Source: an optimization exercise on an open RTL-to-GDS flow (aim: small area, a short achievable clock period and few clock cycles per item). Production flows keep margins and buffers that such runs may drop. Only simulation tests tie the RTL to the original design; equivalence was not proved.

## flow/design.v (module list and top-level ports; edited modules follow where they fit)
// module msc_mul_d: 1261 lines
// module msc_div_t: 456 lines
// module msc_mul_g: 1816 lines
// module msc_mul_gp: 1593 lines
// module msc_mul_r: 1563 lines
// module msc_mul_l: 572 lines
// module msc_booth: 16 lines
// module msc_ctrl: 119 lines
// module msc_dp: 364 lines
// module mouse_delta_scaler: 115 lines
module mouse_delta_scaler (
	input  wire logic                                clk,
	input  wire logic                                arst_n,
	input  wire logic                                in_valid,
	output logic                                     in_stall,
	input  wire logic signed [msc_pkg::MAG_W-1:0]    delta_x,
	input  wire logic signed [msc_pkg::MAG_W-1:0]    delta_y,
	input  wire logic [msc_pkg::BTN_W-1:0]           button_bits,
	output logic                                     out_valid,
	input  wire logic                                out_stall,
	output logic signed [msc_pkg::OUT_W-1:0]         axis_x,
	output logic signed [msc_pkg::OUT_W-1:0]         axis_y,
	output logic [msc_pkg::BTN_W-1:0]                button_state,
	input  wire logic                                psel,
	input  wire logic                                penable,
	input  wire logic                                pwrite,
	input  wire logic [msc_pkg::ADDR_W-1:0]          paddr,
	input  wire logic [msc_pkg::DATA_W-1:0]          pwdata,
	output logic [msc_pkg::DATA_W-1:0]               prdata,
	output logic                                     pready
);
  // ...
==> flow/run.sh <==
#!/bin/bash
# synth_recipe.tcl (not shown) runs the flow's synth.tcl, then flattens the netlist and writes it again
# the make line also repeats each setting of config.mk as NAME=value (left out here)
make -C /OpenROAD-flow-scripts/flow DESIGN_CONFIG=/design/flow/config.mk WORK_HOME=/design/flow/orfs CLKGATE_MAP_FILE= SYNTH_SCRIPT=/design/flow/synth_recipe.tcl finish
==> flow/config.mk <==
export PLATFORM = sky130hd
export DESIGN_NAME = mouse_delta_scaler
export DESIGN_NICKNAME = mouse_delta_scaler
export VERILOG_FILES = /design/flow/design.v
export SDC_FILE = /design/flow/constraint.sdc
export NUM_CORES = 4
export LEC_CHECK = 0
export CAP_MARGIN = 20
export CORE_MARGIN = 2
export CORE_UTILIZATION = 55
export SETUP_SLACK_MARGIN = 5
export SLEW_MARGIN = 20
==> flow/constraint.sdc <==
create_clock -name core_clock -period 10.0 [get_ports {clk}]
set_input_delay 2.0000 -clock core_clock [delete_from_list [all_inputs] [get_ports {clk}]]
set_output_delay 2.0000 -clock core_clock [all_outputs]
set_load 0.01 [all_outputs]
==> results by group, run 1 <==
Outcome
  • Outcome: finished clean

Setup path
  • FF-to-FF End: u_dp.lo_q[12]
  • CP Capture Point: u_dp.lo_q[12]
  • Levels on crit path: 18
  • Worst-case reg-to-reg path depth: 18

Cells and area
  • Non-Clock Inverter Count: between 1,500 and 2,000
  • Footprint of the multi-input gates: roughly 87,000 um2
  • Fraction of layout cells with a size suffix above 1: 0.08369
  • #MultiIn Comb: 9,254
  • Final #Nets: 15,590
  • Largest registers: u_dp.r8_wcx: 45 flops, u_dp.r8_wsx: 45 flops, u_dp.r4_wsy: 44 flops
  • Number of non-clock buffers: approximately 490
  • Filler Cell Count: ~21,000

Drt
  • Top sig layer: met5
  • WL met3: roughly 28 mm
  • Antenna-violating nets left: 0
  • Metal1 wirelength: around 170 mm
  • WL final: between 400 and 500 mm
  • 1st-iter DRT viols: ~9,000

Job
  • Max-cap viol count: 0

Global route
  • GR Layer Usage met1: 0.4021
  • Vias in the first global route: about 110k

Worst hold path
  • Cells on Worst Hold Path: 0

Synth
  • Asr flop ratio synth: 0.1736

STA
  • Slew HR: 0.2083

Clock tree
  • TritonCTS clock tree: built
Testbench counts, summed over its fixed seeds: cycles 1,336, items 1,200.
==> run 2: changes to the inputs <==
--- a/flow/config.mk
+++ b/flow/config.mk
@@ -6,4 +6,5 @@
 export NUM_CORES = 4
 export LEC_CHECK = 0
+export ABC_AREA = 1
 export CAP_MARGIN = 20
 export CORE_MARGIN = 2
==> run 2 against run 1 <==
Against the previous run: synthesized cell count rose by 20%; non-clock buffer count down 138; design area is 2.5% higher; global-route usage grew 3.9 points; largest cell class unchanged; utilization shrank 0.68 points; highest routed layer unchanged.
==> results by group, run 2 <==
Synth
  • Top-count cell post-synth: inv_1 (unchanged)
  • Synth area leaders: edfxtp_1, fa_1, xor2_1, ha_1, inv_1 (was edfxtp_1, fa_1, ha_1, xnor2_1, a22oi_1)
  • Post-synth EDFFs: 1,214 (unchanged)
  • Commonest cells in the netlist: inv_1, nand2_1, xor2_1 (was inv_1, xnor2_1, fa_1)
  • Most used DFF post-synth: edfxtp_1 (unchanged)
  • Seq/Total Area, Yosys: 0.3228 (was 0.3353)
  • Gate Count Post-Synth: 16,110 (was 13,400)
  • Flop and latch count out of synthesis: 1,711 (unchanged)
  • Post-synth top area cell: edfxtp_1 (unchanged)
  • Asr flop ratio synth: 0.1736 (unchanged)
  • Synth cell types: 79 (was 99)
  • Synth Warn #: 5 (unchanged)
  • Synth top area share: 0.2454 (was 0.2549)
  • Cell area after synthesis: 148,500 um2 (was 143,000 um2)
  • Syn_area_per_cell: 9.219 um2 (was 10.67 um2)

Global route
  • Grt ovf: 0 (unchanged)
  • First-pass GRT wire length: 707.6 mm (was 621.9 mm)
  • Largest net degree at the start of global routing: 145 (was 159)
  • Global-route usage over all layers: 0.3424 (was 0.3034)
  • Vias in the first global route: 112,900 (was 106,200)
  • Antenna violations before repair: 27 (was 3)

Drt
  • Routed vias: 115,300 (was 100,700)
  • Post-route DRC: 0 (unchanged)
  • 1st-iter DRT viols: 11,120 (was 8,738)
  • Antenna-violating nets left: 0 (unchanged)
  • Routed vias/inst: 5.827 (was 5.986)
  • DR WL/cell: 23.92 um (was 23.78 um)
  • WL final: 473.2 mm (was 400.1 mm)
  • Pre-Repair DR Iteration Count: 8 (unchanged)

Clock tree
  • Cts bufs inserted: 196 (was 204)
  • Hold buffers post-CTS: 0 (unchanged)
  • Root Buffer: clkbuf_16 (unchanged)
  • CTS clk-pin slew, worst paths: 0.07 ns (was 0.06 ns)
  • Worst-skew pair later-pin latency: 0.92 ns (was 0.90 ns)
  • H-tree levels: 4 (unchanged)
  • TritonCTS clock tree: built (unchanged)
  • Clk buf depth: 4 (unchanged)
  • CTS sink cnt: 1,711 (unchanged)

Place
  • Placed insts: 19,410 (was 16,370)
  • Input/output buffers: 159 (unchanged)
  • Hpwl dp: 366.3 mm (was 285.9 mm)
  • GP Congestion: 0.9780 (was 0.9376)

STA
  • Slew HR: 0.2249 (was 0.2083)
  • Fin Setup TNS: 0 ns (unchanged)
  • Post-route clock period utilization: 0.4902 (was 0.5230)
  • Worst Skew: 0.07785 ns (was 0.07661 ns)
  • Worst-Margin Slew: 1.155 ns (was 1.188 ns)
  • Endpoints failing hold: 0 (unchanged)
  • FMAX: 0.2040 GHz (was 0.1912 GHz)
  • Final setup fails: 0 (unchanged)
  • Minimum clock period: 4.902 ns (was 5.230 ns)
  • RSZ-0062 raised after global routing: true (unchanged)
  • Hold WS: 0.3770 ns (was 0.3897 ns)
  • Slew Viols, Final: 0 (unchanged)

Setup path
  • Levels on crit path: 8 (was 18)
  • Worst R2R Setup Slack: 5.10 ns (was 4.77 ns)
  • Max FO, Critical Path: 14 (was 6)
  • Reg2Reg Launch Point: u_dp.rcn_q[13] (was u_dp.e_a[1])
  • WP data required: 10.62 ns (was 10.73 ns)
  • Worst-case reg-to-reg path depth: 8 (was 18)
  • Worst path top cell family by delay: adder cells (was simple AND/OR/NAND/NOR gates)
  • FF-to-FF End: u_dp.r6_qs[4] (was u_dp.lo_q[12])
  • Crit Path Class: register to register (unchanged)
  • Endpoint type of the worst setup path: register (unchanged)
  • CP Launch Type: register (unchanged)
  • Slowest stage delay, CP: 0.89 ns (was 0.53 ns)
  • Crit path top cell by count: fa_1 (was or4_4)
  • CP cell instances: clkinvlp_4 -> xor2_1 -> fa_1 -> fa_1 -> fa_1 -> fa_1 -> inv_1 -> fa_1 (was fa_1 -> ha_2 -> inv_2 -> fa_2 -> xor2_2 -> nand4b_1 -> a31oi_1 -> o21ai_1 -> or4_1 -> or4_4 -> or4_4 -> or4b_4 -> a2111oi_4 -> nor4_4 -> clkbuf_16 -> buf_12 -> o2111ai_2 -> o211ai_1)
  • CP arrival: 5.52 ns (was 5.96 ns)
  • Buf+Inv Stages, Crit Path: 2 (was 3)
  • Worst path slowest cell: dfxtp_1 (was or4b_4)

Die
  • Die area: 274,200 um2 (was 264,100 um2)
  • Initial Util: 0.5534 (was 0.5522)
  • Placeable Area: 268,400 um2 (was 259,000 um2)
  • Die Y-Extent: 523.7 um (was 513.9 um)
  • FP Rows: 190 (was 187)
  • IO Pins: 191 (unchanged)
  • Die X: 523.7 um (was 513.9 um)

Job
  • Max-cap viol count: 0 (unchanged)

Outcome
  • Outcome: finished clean (unchanged)

Cells and area
  • Fraction of layout cells with a size suffix above 1: 0.04655 (was 0.08369)
  • Filler Cell Count: 23,950 (was 21,140)
  • Final #Nets: 18,390 (was 15,590)
  • Largest registers: u_dp.r8_wcx: 45 flops, u_dp.r8_wsx: 45 flops, u_dp.r4_wsy: 44 flops (unchanged)
  • Commonest non-fill, non-tap cell in the layout: inv_1 (unchanged)
  • Syn-to-layout area delta: 8.101% (was 9.573%)
  • Layout Cells excl Fill: 19,780 (was 16,820)
  • Most frequent cells in the layout: inv_1, nand2_1, xor2_1 (was inv_1, fa_1, xnor2_1)

Worst hold path
  • Worst min-delay path startpoint: gain_y_q[0] (was u_dp.r5_sx)
  • Cells on Worst Hold Path: 0 (unchanged)
  • HP Class: register to register (unchanged)
  • WHS Endpoint: u_dp.ngy_q[0] (was u_dp.r6_sx)
-- run 2: kinds of logic (layout without fill, tap and decap cells) --
logic type               Yosys count  count (layout)  synth area share
XOR/XNOR                        1739            1739            0.1025
buffers and inverters           3302            3396           0.08442
other                              2              25        0.00005056
AO/OA/AOI/OAI                   3385            3385            0.1328
AND/OR/NAND/NOR                 3713            3713            0.1026
multiplexers                      10              10         0.0007413
flip-flops                      1711            1711            0.3228
adder cells (fa/ha/maj)         2250            2250            0.2540
-- run 2: routing by layer --
metal  track usage  up-vias  routed length (um)
li1              -    53500                   -
met1        0.4592    55880              194900
met2        0.5377     4788              211700
met3       0.06588     1087               40950
met4        0.1592       18               25550
met5             0        -                 112
-- run 2: per-stage QoR --
| stage | area, um2 | util | setup slack (ns) |
|---|---|---|---|
| global route | 160500 | 0.5981 | 4.984 |
| finish | 160600 | 0.5982 | 5.098 |
| floorplan | 148600 | - | -1.712 |
| global placement | 153900 | 0.5732 | 4.000 |
| CTS | 160400 | 0.5975 | 4.974 |
| detailed placement | 153900 | 0.5732 | 3.941 |
-- run 2: cell type report --
type / count / area, um2 / share of cell area
antenna: 10 / 25.02 / 0.0001559
clock buffer: 241 / 5259 / 0.03275
clock inverter: 118 / 1247 / 0.007769
inverter: 2685 / 10120 / 0.06305
multi-input combinational: 11110 / 88390 / 0.5505
sequential: 1711 / 47960 / 0.2987
tap: 3552 / 4444 / 0.02768
timing repair buffer: 351 / 3104 / 0.01933
timing repair inverter: 1 / 5.005 / 0.00003117
-- run 2: worst reg2reg max path, cell delays in order, from the launching register on --
cell,delay (ns)
dfxtp_1,0.89
clkinvlp_4,0.74
xor2_1,0.41
fa_1,0.50
fa_1,0.60
fa_1,0.45
fa_1,0.55
inv_1,0.05
fa_1,0.43
-- run 2: worst max-delay path by stage --
stage                   startpoint  slack, ns               to
global route        u_dp.r5_pcx[2]       4.98   u_dp.r6_esx[7]
finish              u_dp.rcn_q[13]       5.10    u_dp.r6_qs[4]
floorplan                 u_dp.adv      -1.71    u_dp.skb_q[0]
CTS                 u_dp.rcn_q[13]       4.97    u_dp.r6_qs[4]
global placement          paddr[4]       4.00  u_ctrl.quo_q[2]
detailed placement        paddr[4]       3.94   u_ctrl.lq_q[4]
-- run 2: timing repair --
item	CTS	global route
setup endpoints to repair	40	118
pin swaps	0	0
resized for setup	4	32
cloned	0	1
hold endpoints to repair	0	0
buffers inserted	0	1
==> run 3: changes to the inputs <==
--- a/flow/config.mk
+++ b/flow/config.mk
@@ -6,8 +6,7 @@
 export NUM_CORES = 4
 export LEC_CHECK = 0
-export ABC_AREA = 1
-export CAP_MARGIN = 20
+export CAP_MARGIN = 40
 export CORE_MARGIN = 2
 export CORE_UTILIZATION = 55
 export SETUP_SLACK_MARGIN = 5
-export SLEW_MARGIN = 20
+export SLEW_MARGIN = 40
==> run 3 against run 2 <==
Against the previous run: largest cell class unchanged; die area shrank 3.7%; utilization grew 0.97 points; maximum frequency shrank 6.3%.
==> results by group, run 3 <==
Outcome
  • Outcome: finished clean (unchanged)

Clock tree
  • CTS clk-pin slew, worst paths: 0.06 ns (was 0.07 ns)
  • CTS sink cnt: 1,711 (unchanged)
  • Clk buf depth: 4 (unchanged)
  • Root Buffer: clkbuf_16 (unchanged)
  • H-tree levels: 4 (unchanged)
  • TritonCTS clock tree: built (unchanged)
  • Worst-skew pair later-pin latency: 0.92 ns (about the same)
  • Cts bufs inserted: 202 (was 196)

Cells and area
  • Layout Cells excl Fill: 16,860 (was 19,780)
  • Syn-to-layout area delta: 10.09% (was 8.101%)
  • Most frequent cells in the layout: inv_1, fa_1, xnor2_1 (was inv_1, nand2_1, xor2_1)
  • Commonest non-fill, non-tap cell in the layout: inv_1 (unchanged)
  • Final #Nets: 15,630 (was 18,390)
  • Fraction of layout cells with a size suffix above 1: 0.08977 (was 0.04655)
  • Largest registers: u_dp.r8_wcx: 45 flops, u_dp.r8_wsx: 45 flops, u_dp.r4_wsy: 44 flops (unchanged)
  • Filler Cell Count: 21,170 (was 23,950)
  • Fin util: 0.6079 (was 0.5982)
  • Sequential cell area: 48,000 um2 (was 47,960 um2)
  • Footprint of the multi-input gates: 87,590 um2 (was 88,390 um2)

Setup path
  • Reg2Reg Launch Point: u_dp.e_a[1] (was u_dp.rcn_q[13])
  • Worst setup path startpoint: u_dp.e_a[1] (was u_dp.rcn_q[13])
  • Worst R2R Setup Slack: 4.77 ns (was 5.10 ns)
  • Endpoint type of the worst setup path: register (unchanged)
  • CP Capture Point: u_dp.lo_q[11] (was u_dp.r6_qs[4])
  • FF-to-FF End: u_dp.lo_q[11] (was u_dp.r6_qs[4])
  • Crit Path Class: register to register (unchanged)
  • WP data required: 10.74 ns (was 10.62 ns)
  • CP Launch Type: register (unchanged)
  • Max FO, Critical Path: 7 (was 14)
  • Worst-case reg-to-reg path depth: 17 (was 8)
  • CP arrival: 5.97 ns (was 5.52 ns)

Drt
  • 1st-iter DRT viols: 9,267 (was 11,120)
  • Antenna-violating nets left: 0 (unchanged)
  • Routed vias: 100,900 (was 115,300)
  • WL final: 401.1 mm (was 473.2 mm)
  • Post-route DRC: 0 (unchanged)
  • DR WL/cell: 23.78 um (was 23.92 um)
  • Pre-Repair DR Iteration Count: 14 (was 8)
  • Routed vias/inst: 5.985 (was 5.827)

STA
  • Worst-Margin Slew: 0.9929 ns (was 1.155 ns)
  • Post-route clock period utilization: 0.5233 (was 0.4902)
  • Fin Setup TNS: 0 ns (unchanged)
  • Final setup fails: 0 (unchanged)
  • Setup WS post-layout: 4.767 ns (was 5.098 ns)
  • Worst Skew: 0.08920 ns (was 0.07785 ns)
  • FMAX: 0.1911 GHz (was 0.2040 GHz)
  • Endpoints failing hold: 0 (unchanged)
  • Minimum clock period: 5.233 ns (was 4.902 ns)
  • RSZ-0062 raised after global routing: true (unchanged)
  • Slew HR: 0.3371 (was 0.2249)
  • Slew Viols, Final: 0 (unchanged)

Die
  • Die Y-Extent: 513.9 um (was 523.7 um)
  • Die X: 513.9 um (was 523.7 um)
  • IO Pins: 191 (unchanged)
  • Die area: 264,100 um2 (was 274,200 um2)
  • Placeable Area: 259,000 um2 (was 268,400 um2)
  • Initial Util: 0.5522 (was 0.5534)
  • FP Rows: 187 (was 190)

Global route
  • Vias in the first global route: 106,300 (was 112,900)
  • Grt ovf: 0 (unchanged)
  • Antenna violations before repair: 11 (was 27)
  • Largest net degree at the start of global routing: 159 (was 145)
  • First-pass GRT wire length: 622.9 mm (was 707.6 mm)
  • Global-route usage over all layers: 0.3043 (was 0.3424)

Synth
  • Cell area after synthesis: 143,000 um2 (was 148,500 um2)
  • Syn_area_per_cell: 10.67 um2 (was 9.219 um2)
  • Top-count cell post-synth: inv_1 (unchanged)
  • Asr flop ratio synth: 0.1736 (unchanged)
  • Seq/Total Area, Yosys: 0.3353 (was 0.3228)
  • Flop and latch count out of synthesis: 1,711 (unchanged)
  • Synth area leaders: edfxtp_1, fa_1, ha_1, xnor2_1, a22oi_1 (was edfxtp_1, fa_1, xor2_1, ha_1, inv_1)
  • Commonest cells in the netlist: inv_1, xnor2_1, fa_1 (was inv_1, nand2_1, xor2_1)
  • Post-synth EDFFs: 1,214 (unchanged)
  • Post-synth top area cell: edfxtp_1 (unchanged)
  • Synth cell types: 99 (was 79)
  • Synth Warn #: 5 (unchanged)
  • Most used DFF post-synth: edfxtp_1 (unchanged)
  • Synth top area share: 0.2549 (was 0.2454)
  • Gate Count Post-Synth: 13,400 (was 16,110)

Place
  • GP Congestion: 0.9376 (was 0.9780)
  • Placed insts: 16,390 (was 19,410)
  • Post-Place Worst Slack: 3.800 ns (was 3.941 ns)
  • Input/output buffers: 159 (unchanged)
  • Hpwl dp: 287.3 mm (was 366.3 mm)

Job
  • Max-cap viol count: 0 (unchanged)

Worst hold path
  • HP Class: register to register (unchanged)
-- run 3: changes by cell type after synthesis, sizes merged, moves of 423 or more --
cell   change
a22oi   +1074
nand2   -1488
a21oi    -423
inv      -938
xor2     -885
o22ai   -1202
xnor2   +1081
-- run 3: repair_timing --
action	4_1_cts	5_1_grt
pin swaps	35	82
resized for setup	125	119
setup endpoints to repair	121	139
hold buffers	0	0
cloned	6	0
setup buffers	24	57
-- run 3: cells by family after synthesis --
group	Yosys count	synth area share
XOR/XNOR	1935	0.1185
buffers and inverters	2451	0.06495
adder cells (fa/ha/maj)	2251	0.2638
other	2	0.00005251
AND/OR/NAND/NOR	1952	0.06300
multiplexers	254	0.01971
flip-flops	1711	0.3353
AO/OA/AOI/OAI	2847	0.1347
-- run 3: how the worst min path moves through the flow --
stage / from / endpoint / slack, ns / depth (start not counted)
finish: u_dp.r2_ply[5] / u_dp.r3_ply[5] / 0.41 / 0
global route: u_dp.r2_ply[5] / u_dp.r3_ply[5] / 0.42 / 0
CTS: u_dp.r2_ply[5] / u_dp.r3_ply[5] / 0.41 / 0
detailed placement: u_dp.d0x[2] / u_dp.r1_dx[2] / 0.40 / 0
global placement: u_dp.r3_dx[7] / u_dp.r4_dx[7] / 0.40 / 0
floorplan: gain_x_q[1] / u_dp.gxn_q[0] / 0.35 / 0
-- run 3: worst max-delay path, stage by stage (launching register included) --
cell	delay [ns]
edfxtp_1	0.46
fa_1	0.53
ha_2	0.19
inv_2	0.04
fa_2	0.36
xor2_2	0.17
nand4b_1	0.23
a31oi_1	0.20
o21ai_1	0.14
or4_4	0.44
or4_4	0.44
or4_4	0.43
or4b_4	0.53
a2111oi_4	0.29
nor4_4	0.12
buf_12	0.19
mux2i_4	0.25
nand2_1	0.08
-- run 3: area by class of cell --
type	count	share of cell area
antenna	4	0.00006357
tap	3402	0.02703
clock inverter	116	0.008280
sequential	1711	0.3049
clock buffer	253	0.03435
timing repair buffer	528	0.03101
multi-input combinational	9254	0.5563
inverter	1594	0.03809
-- run 3: per-stage QoR --
step | area [um2] | hold WS [ns]
after floorplan | 143100 | 0.3454
after global placement | 147900 | 0.4005
after detailed placement | 148300 | 0.4045
after CTS | 156000 | 0.4118
after global routing | 157500 | 0.4151
final | 157500 | 0.4053
-- run 3: layer usage --
layer  routed length (um)  GRT usage
met1               165000     0.4039
met2               187800     0.4944
met3                29190    0.04901
met4                19130     0.1324
met5                   24          0

## what the ideal ports hide
In the flow no input, the clock included, has a driving cell. The finished layouts below were timed again as built, in two steps.
Step 1: set_driving_cell puts a clkbuf_16 on clk and a buf_2 on each other input, an assumption about the parent block.
Step 2 also shifts input and output timing later by t, the mid clock arrival at the registers, as if the neighbouring blocks saw the same clock.
Slacks: no drivers / after step 1 / after step 2; pairs: no drivers / after step 1.
run	t, ns	setup slack, ns	worst setup path at the end	worst data-port slew with drivers (ns)
run 1	0.969	4.770 / 4.770 / 4.391	input to register	0.15
run 2	0.998	5.098 / 5.098 / 4.237	input to register	0.11
run 3	0.983	4.767 / 4.767 / 4.427	input to register	0.13
After both steps every run listed still meets setup and hold. For run 2, which loses most, drivers alone change the setup slack by 0.000 ns; drivers and shift together by -0.861 ns.
